Source: an optimization exercise on an open RTL-to-GDS flow (aim: small area, a short achievable clock period and few clock cycles per item). Production flows keep margins and buffers that such runs may drop.
Only simulation tests tie the RTL to the original design; equivalence was not proved.

===== design/flow/run.sh =====
#!/bin/bash
# synth_recipe.tcl (not shown) runs the flow's synth.tcl, then flattens the netlist and writes it again
# the make line also repeats each setting of config.mk as NAME=value (left out here)
make -C /OpenROAD-flow-scripts/flow DESIGN_CONFIG=/design/flow/config.mk WORK_HOME=/design/flow/orfs CLKGATE_MAP_FILE= SYNTH_SCRIPT=/design/flow/synth_recipe.tcl finish

===== design/flow/config.mk =====
export PLATFORM = sky130hd
export DESIGN_NAME = buddy_block_allocator_unit
export DESIGN_NICKNAME = buddy_block_allocator_unit
export VERILOG_FILES = /design/flow/design.v
export SDC_FILE = /design/flow/constraint.sdc
export NUM_CORES = 4
export LEC_CHECK = 0
export CAP_MARGIN = 20
export CORE_MARGIN = 2
export CORE_UTILIZATION = 25
export PLACE_DENSITY = 0.35
export SLEW_MARGIN = 20
export SYNTH_MEMORY_MAX_BITS = 16384
export TNS_END_PERCENT = 5

===== design/flow/constraint.sdc =====
create_clock -name core_clock -period 13.0 [get_ports {clk}]
set_input_delay 2.6000 -clock core_clock [delete_from_list [all_inputs] [get_ports {clk}]]
set_output_delay 2.6000 -clock core_clock [all_outputs]
set_load 0.01 [all_outputs]

===== design/flow/design.v =====
`default_nettype none
package bba_pkg;
  localparam int MIN_ORDER    = 3;
  localparam int HEADER_BYTES = 8;
  localparam int FIELD_W      = 12;
  localparam logic [3:0] POOL_ORDER_RST = 4'd12;
  localparam logic REQ_ALLOC = 1'b0;
  localparam logic REQ_FREE  = 1'b1;
  typedef enum logic [1:0] {
    ST_OK     = 2'd0,
    ST_RANGE  = 2'd1,
    ST_EMPTY  = 2'd2,
    ST_DOUBLE = 2'd3
  } bba_status_t;
  typedef struct packed {
    logic               req_type;
    logic [FIELD_W-1:0] req_size;
    logic [FIELD_W-1:0] free_addr;
  } bba_req_t;
  typedef struct packed {
    logic [FIELD_W-1:0] alloc_addr;
    bba_status_t        status;
  } bba_resp_t;
endpackage
`default_nettype wire
`default_nettype none
import bba_pkg::*;
module bba_alloc_plan
#(
  parameter int MAX_ORDER = 12
) (
  input  wire logic [24:0]                           req,
  input  wire logic [3:0]                            pool_eff,
  output      logic                                  k_range,
  output      logic [$clog2(MAX_ORDER-bba_pkg::MIN_ORDER+1)-1:0] k_idx,
  output      logic [MAX_ORDER-bba_pkg::MIN_ORDER:0] elig,
  output      logic                                  f_range,
  output      logic [MAX_ORDER-bba_pkg::MIN_ORDER-1:0] f_leaf
);
  localparam int NLISTS = MAX_ORDER - MIN_ORDER + 1;
  localparam int LI_W   = $clog2(NLISTS);
  localparam int NEED_W = FIELD_W + 1;
  bba_pkg::bba_req_t r;
  logic [NEED_W-1:0] need;
  logic [NEED_W-1:0] need_m1;
  logic [4:0]        k;
  logic [FIELD_W-1:0] off;
  assign r       = bba_pkg::bba_req_t'(req);
  assign need    = NEED_W'(r.req_size) + NEED_W'(HEADER_BYTES);
  assign need_m1 = need - NEED_W'(1);
  always_comb begin
    k = 5'd0;
    for (int i = 0; i < NEED_W; i++) begin
      if (need_m1[i]) k = 5'(i + 1);
    end
    if (need <= NEED_W'(HEADER_BYTES)) k = 5'(MIN_ORDER);
  end
  assign k_range = k > {1'b0, pool_eff};
  assign k_idx   = LI_W'(k - 5'(MIN_ORDER));
  always_comb begin
    for (int i = 0; i < NLISTS; i++) begin
      elig[i] = (5'(i + MIN_ORDER) >= k) && (4'(i + MIN_ORDER) <= pool_eff);
    end
  end
  assign off     = r.free_addr - FIELD_W'(HEADER_BYTES);
  assign f_range = (off >> pool_eff) != '0;
  assign f_leaf  = off[FIELD_W-1:MIN_ORDER];
endmodule
`default_nettype wire
`default_nettype none
import bba_pkg::*;
module buddy_block_allocator_unit
#(
  parameter int MAX_ORDER = 12
) (
  input  wire logic        clk,
  input  wire logic        rst_n,
  input  wire logic        in_valid,
  output      logic        in_stall,
  input  wire logic [24:0] in_data,
  output      logic        out_valid,
  input  wire logic        out_stall,
  output      logic [13:0] out_data,
  input  wire logic        psel,
  input  wire logic        penable,
  input  wire logic        pwrite,
  input  wire logic [2:0]  paddr,
  input  wire logic [31:0] pwdata,
  output      logic [31:0] prdata,
  output      logic        pready
);
  localparam int NL    = MAX_ORDER - MIN_ORDER + 1;   
  localparam int LW    = MAX_ORDER - MIN_ORDER;       
  localparam int NLEAF = 1 << LW;                     
  localparam int EW    = $clog2(NL);                  
  localparam int LO_W  = LW / 2;                      
  localparam int HI_W  = LW - LO_W;
  function automatic int tz(input int x);
    tz = 0;
    for (int k = LW - 1; k >= 0; k--) if (x[k]) tz = k;
  endfunction
  logic [3:0] pool_order_r;
  logic       clr_r;
  logic [3:0] peff;
  logic [3:0] peff_clr;
  logic       clr;
  logic       cfg_wr;
  always_comb begin
    if (pool_order_r < 4'd4) peff = 4'd4;
    else if (pool_order_r > 4'(MAX_ORDER)) peff = 4'(MAX_ORDER);
    else peff = pool_order_r;
  end
  assign cfg_wr   = psel && penable && pwrite && (paddr[2] == 1'b0);
  assign clr      = !rst_n || clr_r;
  assign peff_clr = rst_n ? peff : 4'(MAX_ORDER);
  assign pready   = 1'b1;
  assign prdata   = {28'd0, pool_order_r};
  logic          sv;
  logic [24:0]   s_data;
  logic          rv;
  logic          r_typ;
  logic          r_kr;
  logic [EW-1:0] r_ke;
  logic [NL-1:0] r_elig;
  logic          r_fr;
  logic [LW-1:0] r_leaf;
  logic [24:0]   src;
  logic          p_kr;
  logic [EW-1:0] p_ke;
  logic [NL-1:0] p_elig;
  logic          p_fr;
  logic [LW-1:0] p_leaf;
  assign in_stall = sv;
  assign src      = sv ? s_data : in_data;
  bba_alloc_plan #(
    .MAX_ORDER (MAX_ORDER)
  ) u_plan (
    .req      (src),
    .pool_eff (peff),
    .k_range  (p_kr),
    .k_idx    (p_ke),
    .elig     (p_elig),
    .f_range  (p_fr),
    .f_leaf   (p_leaf)
  );
  logic [NL-1:0][LW-1:0]    head_r;
  logic [NL-1:0]            ne_r;
  logic [NLEAF-1:0]         lf_free;
  logic [NLEAF-1:0][EW-1:0] lf_ord;    
  logic [NLEAF-1:0]         lf_lv;
  logic [NLEAF-1:0][LW-1:0] lf_ln;
  logic          busy;
  logic [LW-1:0] sb;
  logic [EW-1:0] so;
  logic [EW-1:0] ske;
  logic          ov, o2v;
  logic [13:0]   o_data, o2_data;
  assign out_valid = ov;
  assign out_data  = o_data;
  logic [NL-1:0] cand, jsel;
  logic          found;
  logic [LW-1:0] b;
  logic [EW-1:0] jidx;
  logic [LW-1:0] below_j;
  logic [LW-1:0] sr;
  logic          unal;
  logic          go, a_ok, slow, fast, f_go, f_ok, bstep;
  logic [EW-1:0] so_m1;
  logic [LW-1:0] up;
  logic [LW-1:0] addr;
  logic [LW-1:0] b_inc;
  always_comb begin
    cand  = ne_r & r_elig;
    found = |cand;
    jsel  = cand & (~cand + NL'(1));
    b     = '0;
    jidx  = '0;
    for (int l = 0; l < NL; l++) begin
      if (jsel[l]) begin
        b    = b | head_r[l];
        jidx = jidx | EW'(l);
      end
    end
    for (int m = 0; m < LW; m++) begin
      below_j[m] = |(jsel >> (m + 1));
      sr[m]      = r_elig[m] && below_j[m];
    end
    unal = |(b & below_j);
  end
  assign go    = rv && !o2v && !busy && !clr;
  assign a_ok  = go && !r_typ && found;
  assign slow  = a_ok && unal && (|sr);
  assign fast  = a_ok && !unal;
  assign f_go  = go && r_typ && !r_fr;
  assign bstep = busy && !clr;
  assign so_m1 = so - EW'(1);
  assign up    = sb + (LW'(1) << so_m1);
  assign b_inc = b + LW'(1);
  always_comb begin
    if (busy) addr = up;
    else if (r_typ) addr = r_leaf;
    else addr = b;
  end
  logic [(1<<HI_W)-1:0] ph;
  logic [(1<<LO_W)-1:0] pl;
  logic [NLEAF-1:0]     dsel;
  always_comb begin
    for (int a = 0; a < (1 << HI_W); a++) ph[a] = clr || (addr[LW-1:LO_W] == HI_W'(a));
    for (int a = 0; a < (1 << LO_W); a++) pl[a] = clr || (addr[LO_W-1:0] == LO_W'(a));
    for (int x = 0; x < NLEAF; x++) dsel[x] = ph[x >> LO_W] && pl[x & ((1 << LO_W) - 1)];
  end
  logic          rd_free;
  logic [EW-1:0] rd_ord;
  logic          rd_lv;
  logic [LW-1:0] rd_ln;
  always_comb begin
    rd_free = 1'b0;
    rd_ord  = '0;
    rd_lv   = 1'b0;
    rd_ln   = '0;
    for (int x = 0; x < NLEAF; x++) begin
      rd_free = rd_free | (dsel[x] & lf_free[x]);
      rd_ord  = rd_ord  | ({EW{dsel[x]}} & lf_ord[x]);
      rd_lv   = rd_lv   | (dsel[x] & lf_lv[x]);
      rd_ln   = rd_ln   | ({LW{dsel[x]}} & lf_ln[x]);
    end
  end
  logic [NL-1:0] li_sel;
  logic [LW-1:0] li_head;
  logic          li_ne;
  always_comb begin
    li_head = '0;
    li_ne   = 1'b0;
    for (int l = 0; l < NL; l++) begin
      li_sel[l] = (rd_ord == EW'(l));
      if (li_sel[l]) begin
        li_head = li_head | head_r[l];
        li_ne   = li_ne | ne_r[l];
      end
    end
  end
  assign f_ok = f_go && !rd_free;
  logic          w_free_en, w_free_val;
  logic          w_ord_en;
  logic [EW-1:0] w_ord_val;
  logic          w_link_en, w_lv_val;
  logic [LW-1:0] w_ln_val;
  logic [LW-1:0] srg;
  assign w_free_en  = clr || a_ok || f_go || bstep;
  assign w_free_val = !clr && (f_go || bstep);
  assign w_ord_en   = clr || a_ok || bstep;
  assign w_ord_val  = clr ? '0 : (busy ? so_m1 : r_ke);
  assign w_link_en  = clr || f_ok || bstep;
  assign w_lv_val   = f_ok && li_ne;
  assign w_ln_val   = li_head;
  assign srg        = fast ? sr : '0;
  for (genvar i = 0; i < NLEAF; i++) begin : g_leaf
    localparam int T = tz(i);
    logic          ssel;
    logic          wsel;
    logic          free_q;
    logic [EW-1:0] ord_q;
    logic          lv_q;
    logic [LW-1:0] ln_q;
    if (i == 0) begin : g_z
      assign ssel = 1'b0;
    end else begin : g_nz
      assign ssel = dsel[i ^ (1 << T)] && srg[T];
    end
    assign wsel = dsel[i];
    always_ff @(posedge clk) begin
      if (i == 0 && clr) begin
        free_q <= 1'b1;
        ord_q  <= EW'(peff_clr - 4'(MIN_ORDER));
      end else begin
        if (wsel && w_free_en) free_q <= w_free_val;
        else if (ssel)         free_q <= 1'b1;
        if (wsel && w_ord_en)  ord_q  <= w_ord_val;
        else if (ssel)         ord_q  <= EW'(T);
      end
      if (wsel && w_link_en) begin
        lv_q <= w_lv_val;
        ln_q <= w_ln_val;
      end else if (ssel) begin
        lv_q <= 1'b0;
      end
    end
    assign lf_free[i] = free_q;
    assign lf_ord[i]  = ord_q;
    assign lf_lv[i]   = lv_q;
    assign lf_ln[i]   = ln_q;
  end
  always_ff @(posedge clk) begin
    for (int l = 0; l < NL; l++) begin
      if (clr) begin
        head_r[l] <= '0;
        ne_r[l]   <= (4'(l + MIN_ORDER) == peff_clr);
      end else if (a_ok && jsel[l]) begin
        head_r[l] <= rd_ln;
        ne_r[l]   <= rd_lv;
      end else if (l < LW && srg[l % LW]) begin
        head_r[l] <= b | (LW'(1) << l);
        ne_r[l]   <= 1'b1;
      end else if (bstep && so_m1 == EW'(l)) begin
        head_r[l] <= up;
        ne_r[l]   <= 1'b1;
      end else if (f_ok && li_sel[l]) begin
        head_r[l] <= r_leaf;
        ne_r[l]   <= 1'b1;
      end
    end
  end
  logic [13:0] res;
  always_comb begin
    if (!r_typ) begin
      if (r_kr)        res = {12'd0, ST_RANGE};
      else if (!found) res = {12'd0, ST_EMPTY};
      else             res = {b_inc, 3'b000, ST_OK};
    end else begin
      if (r_fr)         res = {12'd0, ST_RANGE};
      else if (rd_free) res = {12'd0, ST_DOUBLE};
      else              res = {12'd0, ST_OK};
    end
  end
  logic pass;
  logic r_open;
  logic acc;
  assign pass   = ov && !out_stall;
  assign r_open = !rv || go;
  assign acc    = in_valid && !sv;
  always_ff @(posedge clk) begin
    if (!rst_n) begin
      pool_order_r <= POOL_ORDER_RST;
      clr_r        <= 1'b0;
      rv           <= 1'b0;
      sv           <= 1'b0;
      busy         <= 1'b0;
      ov           <= 1'b0;
      o2v          <= 1'b0;
    end else begin
      clr_r <= cfg_wr;
      if (cfg_wr) pool_order_r <= pwdata[3:0];
      if (r_open) begin
        rv <= sv || acc;
        sv <= 1'b0;
      end else if (acc) begin
        sv <= 1'b1;
      end
      if (slow) begin
        busy <= 1'b1;
      end else if (bstep && so_m1 == ske) begin
        busy <= 1'b0;
      end
      if (pass) begin
        ov  <= o2v || go;
        o2v <= o2v && go;
      end else if (!ov) begin
        ov  <= go;
      end else if (go) begin
        o2v <= 1'b1;
      end
    end
    if (r_open) begin
      r_typ  <= src[24];
      r_kr   <= p_kr;
      r_ke   <= p_ke;
      r_elig <= p_elig;
      r_fr   <= p_fr;
      r_leaf <= p_leaf;
    end
    if (!r_open && acc) s_data <= in_data;
    if (slow) begin
      sb  <= b;
      so  <= jidx;
      ske <= r_ke;
    end else if (bstep) begin
      so  <= so_m1;
    end
    if (pass) begin
      if (o2v) o_data <= o2_data;
      else     o_data <= res;
      o2_data <= res;
    end else if (!ov) begin
      o_data <= res;
    end else if (go) begin
      o2_data <= res;
    end
  end
endmodule
`default_nettype wire

==> reports/summary.txt <==
Outcome - aborted with a tool error
Halt point of the flow - global routing (5_1_grt)
First Error - [ERROR GRT-0116] Global routing finished with congestion. Check the congestion regions in the DRC Viewer.
Synth Instances - 24900
H-tree levels - 6
Synth warn - 2
Post-synthesis cell area - 331000 sq um
Vias in the first global route - 465000
Pre-CTS WS - 1.05 ns
CTS Sinks - 7877
Netlist cell types - 103
Initial Util - 25.0%
GRT overflow - 36900
Detailed placement HPWL - 4090000 microns
Post-synth EDFFs - 7776
Post-Place Cells - 45900
Routability cong. - 1.31
Post-CTS Resized - 0
Post-CTS Setup Repair Bufs - 0
Hold-fix buffers, CTS - 0
TritonCTS buffer count - 953
Clk Tree Root Cell - clkbuf_16
Post-synthesis sequential area ratio - 71.1%
First-pass GRT wire length - 7790000 microns
GRT Overall Usage - 88.9%
Synth Area per Inst - 13.3 sq um
Clk buf depth - 5
Ports - 116
Die height - 1160 microns
Ys async rst share - 0%
DIE WIDTH - 1160 microns
Largest net degree at the start of global routing - 135
Ys flop type - edfxtp_1
Row count - 423
Seq cells post-synth - 7877
Port Buf Inserts - 50
[cell usage after synthesis (all sizes together), types with 26 or more instances]
| cell type | instances | area [sq um] |
|---|---|---|
| edfxtp | 7776 | 234000 |
| nor2 | 2858 | 10700 |
| nand2 | 1783 | 6700 |
| o21ai | 1774 | 8890 |
| clkbuf | 1525 | 5720 |
| a22oi | 1321 | 9920 |
| nand4 | 931 | 5860 |
| nor3 | 864 | 4350 |
| a22o | 810 | 7090 |
| a221oi | 737 | 6460 |
| nor4 | 656 | 4180 |
| nand3 | 575 | 2880 |
| a21oi | 548 | 2760 |
| buf | 516 | 2610 |
| o31ai | 365 | 2750 |
| a32oi | 249 | 2180 |
| a222oi | 169 | 1690 |
| a211oi | 125 | 948 |
| and3 | 118 | 738 |
| dfxtp | 101 | 2020 |
| a31oi | 86 | 544 |
| a32o | 80 | 801 |
| mux2i | 74 | 741 |
| and4 | 71 | 622 |
| or4 | 69 | 518 |
| nand2b | 66 | 413 |
| inv | 58 | 218 |
| o211ai | 54 | 415 |
| a2111oi | 38 | 352 |
| o2111ai | 36 | 315 |
| a311oi | 31 | 272 |
| ha | 31 | 388 |
| a221o | 30 | 300 |
| and2 | 30 | 188 |
| a21o | 29 | 218 |
| o41ai | 28 | 260 |
| o22ai | 26 | 163 |
[through the flow]
stage	TNS (ns)	area (sq um)	utilization [%]	hold WS, ns
after floorplan	-8159.25	333000	-	0.420
after detailed placement	0	418000	31.5	0.459
after global placement	-12.73	416000	31.4	0.493
after CTS	0	449000	33.9	0.496
[logic make-up after synthesis]
group	count (synthesis)	synth area share (%)
flops	7877	71.1
compound gates	6708	14.5
simple gates	8102	11.4
buf+inv	2099	2.58
fa+ha+maj	32	0.123
xor+xnor	39	0.103
mux	90	0.278
other cells	2	0.00227
[worst max path at each step]
stage                     startpoint             endpoint  slack, ns
after floorplan                rst_n    g_leaf[0].ln_q[7]      -3.19
after global placement     r_elig[2]              ne_r[3]      -1.35
after detailed placement       rst_n  g_leaf[344].ln_q[7]       1.05
after CTS                      so[0]   g_leaf[11].ln_q[7]       1.10
[power by group through the flow]
stage	sequential, mW	clock (mW)	combinational [mW]
CTS	31.3	28.1	18.1
global placement	31.8	0	18.0
detailed placement	31.8	0	18.0
floorplan	30.3	0	3.38
[per-layer routing]
| metal | track usage (%) | GRT overflow |
|---|---|---|
| met3 | 80.6 | 1219 |
| met2 | 99.2 | 24200 |
| met5 | 59.1 | 135 |
| met4 | 84.7 | 10000 |
| met1 | 89.7 | 1302 |
Testbench counts, summed over its fixed seeds: cycles 24,016, items 24,000.
